Source: an optimization exercise on an open RTL-to-GDS flow (aim: small area, a short achievable clock period and few clock cycles per item). Production flows keep margins and buffers that such runs may drop. In this exercise RTL edits were held to simulation tests only and were not proved equivalent to the original. Power and IR drop assume default switching activity.

==> flow/design.v <==
package oqke_pkg;
    localparam logic [2:0] OP_INSERT  = 3'd0;
    localparam logic [2:0] OP_SEARCH  = 3'd1;
    localparam logic [2:0] OP_MODIFY  = 3'd2;
    localparam logic [2:0] OP_DELETE  = 3'd3;
    localparam logic [2:0] OP_DISPLAY = 3'd4;
    localparam logic [1:0] ST_OK      = 2'd0;
    localparam logic [1:0] ST_MISSING = 2'd1;
    localparam logic [1:0] ST_EMPTY   = 2'd2;
    localparam logic [1:0] ST_FULL    = 2'd3;
    typedef struct packed {
        logic [2:0]         op;
        logic signed [31:0] key;
        logic signed [31:0] new_value;
    } request_t;
    typedef struct packed {
        logic [1:0]         status;
        logic signed [31:0] element;
        logic               last;
        logic [4:0]         entries_held;
    } result_t;
    typedef struct packed {
        logic capture;      
        logic write_tail;   
        logic write_first;  
        logic shift;        
        logic rotate;       
    } cell_cmd_t;
endpackage
module oqke_cell (
    input  logic               clk,
    input  logic               we,       
    input  logic               sh,       
    input  logic signed [31:0] wdata,
    input  logic signed [31:0] nbr,
    input  logic signed [31:0] cmp_key,
    input  logic               eq_w,     
    input  logic               eq_nbr,   
    input  logic               held,     
    output logic signed [31:0] entry,
    output logic               eq,       
    output logic               hit       
);
    logic hold;
    assign hold = !(we || sh);
    assign eq   = held && (entry == cmp_key);
    always_ff @(posedge clk)
    begin
        entry <= ({32{we}} & wdata) | ({32{sh}} & nbr) | ({32{hold}} & entry);
        hit   <= (we & eq_w) | (sh & eq_nbr) | (hold & eq);
    end
endmodule
module oqke_ctrl #(
    parameter int DEPTH = 16,
    parameter int CW    = 5
) (
    input  logic                  clk,
    input  logic                  rst_n,
    input  logic                  start,
    output logic                  busy,
    input  oqke_pkg::request_t    request,
    output oqke_pkg::result_t     result,
    output logic                  done,
    input  logic [DEPTH-1:0]      hit_reg,
    output logic [DEPTH-1:0]      held,
    input  logic signed [31:0]    head,
    output logic [DEPTH-1:0]      we,
    output logic [DEPTH-1:0]      sh,
    output logic signed [31:0]    key,
    output logic signed [31:0]    wdata,
    input  logic                  eq_head,
    output logic                  eq_w
);
    logic               va_r;
    logic [2:0]         opa_r;
    logic signed [31:0] keya_r;
    logic signed [31:0] nva_r;
    logic               vb_r;
    logic [2:0]         opb_r;
    logic signed [31:0] wdb_r;
    logic               insb_r, modb_r, delb_r, dispb_r;
    logic               eqx_r;       
    logic [CW-1:0]      count_r, count_next;
    logic [DEPTH-1:0]   hm_r, hm_next;       
    logic               disp_r;
    logic [CW-1:0]      dleft_r;
    logic               busy_r;
    logic               done_r;
    oqke_pkg::result_t  result_r, result_next;
    logic [DEPTH-1:0]   tail, lasth, hit, after, first;
    logic               any_hit, empty, full;
    logic               is_ins, is_mod, is_del, is_disp, is_other;
    logic               rot;
    logic [CW-1:0]      cur_rem;
    logic               take;
    assign take = start && !busy_r;
    assign held  = hm_r;
    assign tail  = ~hm_r & {hm_r[DEPTH-2:0], 1'b1};
    assign lasth = hm_r & ~{1'b0, hm_r[DEPTH-1:1]};
    assign hit     = hit_reg;
    assign any_hit = |hit;
    always_comb
    begin
        for (int i = 0; i < DEPTH; i++)
            after[i] = |(hit & DEPTH'((32'd1 << (i + 1)) - 32'd1));
    end
    assign first = hit & ~(after << 1);
    assign empty    = !hm_r[0];
    assign full     = hm_r[DEPTH-1];
    assign is_ins   = insb_r;
    assign is_mod   = modb_r;
    assign is_del   = delb_r;
    assign is_disp  = dispb_r;
    assign is_other = opb_r > oqke_pkg::OP_DISPLAY;
    assign rot     = (is_disp && !empty) || disp_r;
    assign cur_rem = disp_r ? dleft_r : count_r;
    assign wdata = rot ? head : wdb_r;
    assign key   = keya_r;
    assign eq_w  = rot ? eq_head : eqx_r;
    always_comb
    begin
        for (int i = 0; i < DEPTH; i++)
        begin
            we[i] = (is_ins && !full && tail[i]) || (is_mod && first[i]) || (rot && lasth[i]);
            sh[i] = (is_del && after[i]) || (rot && held[i] && !lasth[i]);
        end
    end
    always_comb
    begin
        count_next = count_r;
        hm_next    = hm_r;
        if (is_ins && !full)
        begin
            count_next = count_r + CW'(1);
            hm_next    = {hm_r[DEPTH-2:0], 1'b1};
        end
        else if (is_del && any_hit)
        begin
            count_next = count_r - CW'(1);
            hm_next    = {1'b0, hm_r[DEPTH-1:1]};
        end
    end
    always_comb
    begin
        result_next.element      = '0;
        result_next.last         = 1'b1;
        result_next.entries_held = 5'(count_next);
        if (opb_r == oqke_pkg::OP_INSERT)
            result_next.status = full ? oqke_pkg::ST_FULL : oqke_pkg::ST_OK;
        else if (is_other)
            result_next.status = oqke_pkg::ST_OK;
        else if (empty)
            result_next.status = oqke_pkg::ST_EMPTY;
        else if (!any_hit && opb_r != oqke_pkg::OP_DISPLAY)
            result_next.status = oqke_pkg::ST_MISSING;
        else
            result_next.status = oqke_pkg::ST_OK;
        if (rot)
        begin
            result_next.status  = oqke_pkg::ST_OK;
            result_next.element = head;
            result_next.last    = (cur_rem == CW'(1));
        end
    end
    always_ff @(posedge clk or negedge rst_n)
    begin
        if (!rst_n)
        begin
            va_r    <= 1'b0;
            vb_r    <= 1'b0;
            insb_r  <= 1'b0;
            modb_r  <= 1'b0;
            delb_r  <= 1'b0;
            dispb_r <= 1'b0;
            count_r <= '0;
            hm_r    <= '0;
            disp_r  <= 1'b0;
            busy_r  <= 1'b0;
            done_r  <= 1'b0;
        end
        else
        begin
            va_r    <= take;
            vb_r    <= va_r;
            insb_r  <= va_r && (opa_r == oqke_pkg::OP_INSERT);
            modb_r  <= va_r && (opa_r == oqke_pkg::OP_MODIFY);
            delb_r  <= va_r && (opa_r == oqke_pkg::OP_DELETE);
            dispb_r <= va_r && (opa_r == oqke_pkg::OP_DISPLAY);
            count_r <= count_next;
            hm_r    <= hm_next;
            disp_r  <= rot && (cur_rem != CW'(1));
            busy_r  <= (take && request.op == oqke_pkg::OP_DISPLAY)
                    || (va_r && opa_r == oqke_pkg::OP_DISPLAY && hm_next[2])
                    || (rot && cur_rem >= CW'(4));
            done_r  <= vb_r || disp_r;
        end
    end
    always_ff @(posedge clk)
    begin
        opa_r    <= request.op;
        keya_r   <= request.key;
        nva_r    <= request.new_value;
        opb_r    <= opa_r;
        wdb_r    <= (opa_r == oqke_pkg::OP_INSERT) ? keya_r : nva_r;
        eqx_r    <= (request.key == ((opa_r == oqke_pkg::OP_INSERT) ? keya_r : nva_r));
        dleft_r  <= cur_rem - CW'(1);
        result_r <= result_next;
    end
    assign busy   = busy_r;
    assign done   = done_r;
    assign result = result_r;
endmodule
module ordered_queue_with_key_edit #(
    parameter int DEPTH = 16
) (
    input  logic                clk,
    input  logic                rst_n,
    input  logic                start,
    output logic                busy,
    input  oqke_pkg::request_t  request,
    output oqke_pkg::result_t   result,
    output logic                done
);
    localparam int CW = $clog2(DEPTH + 1);
    logic [DEPTH-1:0]   eq, hit, we, sh, held;
    logic signed [31:0] key, wdata;
    logic               eq_w;
    logic signed [31:0] entry [DEPTH];
    oqke_ctrl #(
        .DEPTH (DEPTH),
        .CW    (CW)
    ) u_ctrl (
        .clk     (clk),
        .rst_n   (rst_n),
        .start   (start),
        .busy    (busy),
        .request (request),
        .result  (result),
        .done    (done),
        .hit_reg (hit),
        .held    (held),
        .head    (entry[0]),
        .we      (we),
        .sh      (sh),
        .key     (key),
        .wdata   (wdata),
        .eq_head (eq[0]),
        .eq_w    (eq_w)
    );
    for (genvar i = 0; i < DEPTH; i++)
    begin : g_cell
        localparam int N = (i == DEPTH - 1) ? i : i + 1;
        oqke_cell u_cell (
            .clk     (clk),
            .we      (we[i]),
            .sh      (sh[i]),
            .wdata   (wdata),
            .nbr     (entry[N]),
            .cmp_key (key),
            .eq_w    (eq_w),
            .eq_nbr  ((i == DEPTH - 1) ? 1'b0 : eq[N]),
            .held    (held[i]),
            .entry   (entry[i]),
            .eq      (eq[i]),
            .hit     (hit[i])
        );
    end
endmodule
module oqke_top (
    input  logic        clk,
    input  logic        rst_n,
    input  logic        start,
    output logic        busy,
    input  logic [2:0]  req_op,
    input  logic [31:0] req_key,
    input  logic [31:0] req_new_value,
    output logic [1:0]  res_status,
    output logic [31:0] res_element,
    output logic        res_last,
    output logic [4:0]  res_entries_held,
    output logic        done
);
    oqke_pkg::request_t request;
    oqke_pkg::result_t  result;
    assign request.op        = req_op;
    assign request.key       = req_key;
    assign request.new_value = req_new_value;
    ordered_queue_with_key_edit #(
        .DEPTH (16)
    ) u_queue (
        .clk     (clk),
        .rst_n   (rst_n),
        .start   (start),
        .busy    (busy),
        .request (request),
        .result  (result),
        .done    (done)
    );
    assign res_status       = result.status;
    assign res_element      = result.element;
    assign res_last         = result.last;
    assign res_entries_held = result.entries_held;
endmodule
Settings: LEC_CHECK=0, CAP_MARGIN=20, CORE_MARGIN=2, CORE_UTILIZATION=55, CTS_CLUSTER_DIAMETER=70, CTS_CLUSTER_SIZE=24, PLACE_DENSITY=0.7, SETUP_SLACK_MARGIN=2.65, SLEW_MARGIN=20, TNS_END_PERCENT=10; clock period 5.0 ns.
run.sh (not shown) runs the stock make flow with config.mk's settings and CLKGATE_MAP_FILE= SYNTH_SCRIPT=/design/flow/synth_recipe.tcl, a recipe that flattens the netlist after the stock synthesis.
The starting point completed with no timing, DRC or antenna violations.
Testbench counts at the start, summed over its fixed seeds: cycles 8,870, requests 4,800.
Next try:
==> flow/flow/run.sh (new file) <==
#!/bin/bash
set -o pipefail
export BUFFER_PORTS_ARGS="-buffer_cell sky130_fd_sc_hd__buf_2"
bash standard.sh > standard.log 2>&1
==> flow/standard.sh (new file) <==
#!/bin/bash
# synth_recipe.tcl (not shown) runs the flow's synth.tcl, then flattens the netlist and writes it again
# the make line also repeats each setting of config.mk as NAME=value (left out here)
make -C /OpenROAD-flow-scripts/flow DESIGN_CONFIG=/design/flow/config.mk WORK_HOME=/design/flow/orfs CLKGATE_MAP_FILE= SYNTH_SCRIPT=/design/flow/synth_recipe.tcl "${@:-finish}"
removed: flow/run.sh
The new run passed the timing, DRC and antenna checks.
Synthesized area stays the same.
Worst hold slack is better by 0.0048 ns.
Clock skew went up by 0.0077 ns.
Die area is unchanged.
Final area went down slightly.
Utilization is lower by 0.99 points.
Clock power climbs by a few percent.
Next try:
--- a/flow/config.mk
+++ b/flow/config.mk
@@ -11,4 +11,5 @@
 export CTS_CLUSTER_DIAMETER = 70
 export CTS_CLUSTER_SIZE = 24
+export GPL_TIMING_DRIVEN = 0
 export PLACE_DENSITY = 0.7
 export SETUP_SLACK_MARGIN = 2.65
The new run completed with no timing, DRC or antenna violations.
Final area came out higher by 2.4%.
Maximum frequency goes down by 14%.
Clock skew is lower by 0.0051 ns.
Synthesized cell count stays the same.
Worst setup slack degrades by 0.42 ns.
Via count rose by 6.0%.
Routed wire length rose by 19%.
Area after synthesis does not change.
Power went up by 3.8%.
Next try:
==> flow/run.sh (new file) <==
#!/bin/bash
# synth_recipe.tcl (not shown) runs the flow's synth.tcl, then flattens the netlist and writes it again
# the make line also repeats each setting of config.mk as NAME=value (left out here)
make -C /OpenROAD-flow-scripts/flow DESIGN_CONFIG=/design/flow/config.mk WORK_HOME=/design/flow/orfs CLKGATE_MAP_FILE= SYNTH_SCRIPT=/design/flow/synth_recipe.tcl finish
--- a/flow/config.mk
+++ b/flow/config.mk
@@ -11,7 +11,6 @@
 export CTS_CLUSTER_DIAMETER = 70
 export CTS_CLUSTER_SIZE = 24
-export GPL_TIMING_DRIVEN = 0
 export PLACE_DENSITY = 0.7
-export SETUP_SLACK_MARGIN = 2.65
+export SETUP_SLACK_MARGIN = 2.5
 export SLEW_MARGIN = 20
-export TNS_END_PERCENT = 10
+export TNS_END_PERCENT = 30
removed: flow/flow/run.sh
removed: flow/standard.sh
Count of clock-buffer cells in the layout is unchanged.
Register-to-register slack gains 0.28 ns.
Sequential power stays flat.
Sequential share of layout area goes up by 1.1 points.
Fmax goes up by 10%.
Next try:
==> flow/config.mk (replaced) <==
export PLATFORM = sky130hd
export DESIGN_NAME = oqke_top
export DESIGN_NICKNAME = oqke_top
export VERILOG_FILES = /design/flow/design.v
export SDC_FILE = /design/flow/constraint.sdc
export NUM_CORES = 4
export LEC_CHECK = 0
export CAP_MARGIN = 20
export CORE_MARGIN = 2
export CORE_UTILIZATION = 65
export CTS_CLUSTER_DIAMETER = 80
export CTS_CLUSTER_SIZE = 30
export PLACE_DENSITY = 0.75
export SETUP_SLACK_MARGIN = 2.8
export SLEW_MARGIN = 20
=> Now the flow died in 5_1_grt. Synthesized cell count does not change. Synthesized area stays the same.

* * *

RTL: the design.v shown in full above, as it stands there.
Settings: LEC_CHECK=0, CAP_MARGIN=20, CORE_MARGIN=2, CORE_UTILIZATION=70, CTS_CLUSTER_DIAMETER=80, CTS_CLUSTER_SIZE=30, PLACE_DENSITY=0.8, SETUP_SLACK_MARGIN=2.8, SLEW_MARGIN=20; clock period 5.0 ns.
Stock flow here: none of the scripts above is used.
The starting point did not get past global routing.
Testbench counts at the start, summed over its fixed seeds: cycles 8,870, requests 4,800.
==> next run, changes <==
CORE_UTILIZATION = 55   (was 70)
PLACE_DENSITY = 0.7   (was 0.8)
SETUP_SLACK_MARGIN = 2.5   (was 2.8)
TNS_END_PERCENT = 10   (was default)
The new run finished clean.
Synthesized area stays the same.
Synthesized cell count stays the same.
==> next run, changes <==
CTS_CLUSTER_DIAMETER = 70   (was 80)
CTS_CLUSTER_SIZE = 24   (was 30)
SETUP_SLACK_MARGIN = 2.2   (was 2.5)
TNS_END_PERCENT = 5   (was 10)
What happened: The new run produced a clean layout; clock skew falls by 6.7 ps; hold slack hardly moves; global-route usage came out lower by 0.76 points; die area does not change; wire length came out lower by about 2.3%; power falls by 0.68%; clock power is higher by about 4%; final area came out lower by about 2%; via count falls by 1.5%.
==> next run, changes <==
CORE_UTILIZATION = 50   (was 55)
CTS_CLUSTER_DIAMETER = default   (was 70)
CTS_CLUSTER_SIZE = default   (was 24)
PLACE_DENSITY = default   (was 0.7)
SETUP_SLACK_MARGIN = 2.8   (was 2.2)
TNS_END_PERCENT = default   (was 5)
After rerunning: The new run finished with timing, DRC and antenna clean. Die area rose by roughly a tenth. Flip-flop and latch count is unchanged. Synthesized area is unchanged. Routed wire length goes up by a quarter to a third. Final cell count climbs by roughly a tenth. Critical path depth grows by 1. Sequential share of layout area goes down by 8.2 points. Worst setup slack improved by 530 ps. Clock-buffer cell count is higher by 61. Total power is higher by a quarter to a third. Register-to-register slack is better by 530 ps.
==> next run, changes <==
CORE_UTILIZATION = 55   (was 50)
CTS_CLUSTER_DIAMETER = 80   (was default)
CTS_CLUSTER_SIZE = 30   (was default)
PLACE_DENSITY = 0.7   (was default)
TNS_END_PERCENT = 10   (was default)
=> Die area falls by a little under a tenth. Final cell count falls by a little under a tenth. First-iteration DRC count rises slightly. Global-route usage falls by 1.3 points. Via count falls by a little under a tenth. Clock skew stays flat.

* * *

Setup of try-cedar:
RTL: the design.v shown in full above, as it stands there.
clock: 5.0 ns
lec_check: 0
cap_margin: 20
core_margin: 2
core_utilization: 62
cts_cluster_diameter: 70
cts_cluster_size: 24
place_density: 0.75
setup_slack_margin: 2.65
slew_margin: 20
tns_end_percent: 10
standard.sh (not shown) runs the stock make flow with config.mk's settings and CLKGATE_MAP_FILE= SYNTH_SCRIPT=/design/flow/synth_recipe.tcl, a recipe that flattens the netlist after the stock synthesis.
==> flow/flow/run.sh <==
#!/bin/bash
set -o pipefail
export BUFFER_PORTS_ARGS="-buffer_cell sky130_fd_sc_hd__buf_2"
bash standard.sh > standard.log 2>&1
Testbench counts of try-cedar, summed over its fixed seeds: cycles 8,870, requests 4,800.
Input changes introduced in try-juniper (baseline for comparison: try-cedar):
# try-cedar
export LEC_CHECK = 0
export CAP_MARGIN = 20
export CORE_MARGIN = 2
export CORE_UTILIZATION = 62
export CTS_CLUSTER_DIAMETER = 70
export CTS_CLUSTER_SIZE = 24
export PLACE_DENSITY = 0.75
export SETUP_SLACK_MARGIN = 2.65
export SLEW_MARGIN = 20
export TNS_END_PERCENT = 10
create_clock -name core_clock -period 5.0 [get_ports {clk}]
# try-juniper
export LEC_CHECK = 0
export CAP_MARGIN = 20
export CORE_MARGIN = 2
export CORE_UTILIZATION = 55
export CTS_CLUSTER_DIAMETER = 70
export CTS_CLUSTER_SIZE = 24
export PLACE_DENSITY = 0.7
export SETUP_SLACK_MARGIN = 2.7
export SLEW_MARGIN = 20
export TNS_END_PERCENT = 0
create_clock -name core_clock -period 5.0 [get_ports {clk}]
Results
A critical path's slowest cell of dfxtp_2 is what try-juniper shows, while dfxtp_1 belongs to try-cedar. Going from try-cedar to try-juniper, maximum clock insertion buffer count now sits at about the same level; arithmetic-cell share of the synthesized area counting full adders, half adders and majority gates now sits at about the same level; setup slack of the critical path after layout now sits higher; clock insertion delay at the later pin of the skew report now sits at about the same level. Delta (try-juniper minus try-cedar): clock period minus worst slack went down 0.030 ns; highest ir drop seen on vdd went down about 19%; share of final-layout standard cells stronger than drive strength 1 went down 2.0 points; final weighted congestion of routability-driven global placement went down 0.030. Taking try-cedar as the reference point, the multi-input combinational cell area of try-juniper falls by about 0.9%. On try-juniper: routed wire length per instance is about 0.4% higher than what try-cedar gave.
[inputs] try-lagoon vs try-juniper
# try-juniper
export LEC_CHECK = 0
export CAP_MARGIN = 20
export CORE_MARGIN = 2
export CORE_UTILIZATION = 55
export CTS_CLUSTER_DIAMETER = 70
export CTS_CLUSTER_SIZE = 24
export PLACE_DENSITY = 0.7
export SETUP_SLACK_MARGIN = 2.7
export SLEW_MARGIN = 20
export TNS_END_PERCENT = 0
create_clock -name core_clock -period 5.0 [get_ports {clk}]
# try-lagoon
export LEC_CHECK = 0
export CAP_MARGIN = 20
export CORE_MARGIN = 2
export CORE_UTILIZATION = 55
export CTS_BUF_LIST = sky130_fd_sc_hd__clkbuf_8 sky130_fd_sc_hd__clkbuf_16
export CTS_CLUSTER_DIAMETER = 60
export CTS_CLUSTER_SIZE = 16
export PLACE_DENSITY = 0.7
export SETUP_SLACK_MARGIN = 2.65
export SLEW_MARGIN = 20
export TNS_END_PERCENT = 10
create_clock -name core_clock -period 5.0 [get_ports {clk}]
==> run summary <==
try-lagoon does worse than try-juniper on total number of vias.
| count of filler cells inserted in the layout | lower: try-lagoon |
Against try-juniper, try-lagoon comes in 0.017 ns lower on worst setup slack.
Across both runs, worst-skew pair later-pin latency was higher for try-lagoon than for try-juniper.
Sort try-lagoon and try-juniper by final area, descending, and try-lagoon comes first.
Between try-lagoon and try-juniper, the total power is lower for try-juniper.

## separate check: timing with driven ports
The results above use ideal ports. As a check the final layouts listed here were re-extracted and re-timed, cells and wires unchanged. Step 1, drivers: a clkbuf_16 drives clk and a buf_2 each remaining input, both assumed. Step 2 adds t to the input delays and takes it off the output delays; t is the mean of the earliest and latest rising clock arrival at the registers after step 1. Input paths then give back, and output paths get back, about the clock's delay inside the block. a / b / c = ideal ports / drivers / drivers and shift; a / b = the first two.
run	t (ns)	setup WS [ns]	worst setup path after step 2	slew at the worst register clock pin (ns)	cell pins on the clock port's net
the first run of note 1	0.679	2.396 / 2.366 / 2.050	input to register	0.11 / 0.11	1
the second run of note 1	0.672	2.426 / 2.426 / 2.356	input to register	0.10 / 0.10	1
the third run of note 1	0.692	2.008 / 2.008 / 2.008	register to register	0.10 / 0.10	1
the fourth run of note 1	0.675	2.287 / 2.287 / 1.735	input to register	0.10 / 0.10	1
the second run of note 2	0.669	2.358 / 2.293 / 1.869	input to register	0.12 / 0.12	1
the third run of note 2	0.674	1.936 / 1.936 / 1.846	input to register	0.10 / 0.10	1
the fourth run of note 2	0.700	2.462 / 2.462 / 2.172	input to register	0.07 / 0.07	1
the fifth run of note 2	0.674	2.423 / 2.423 / 1.926	input to register	0.12 / 0.12	1
try-cedar	0.673	2.393 / 2.393 / 2.237	input to register	0.10 / 0.10	1
try-juniper	0.680	2.422 / 2.422 / 2.315	input to register	0.10 / 0.10	1
try-lagoon	0.711	2.405 / 2.405 / 2.321	input to register	0.08 / 0.08	1
After both steps every run listed still meets setup and hold. For the fourth run of note 1, which loses most, drivers alone change the setup slack by 0.000 ns; drivers and shift together by -0.552 ns.
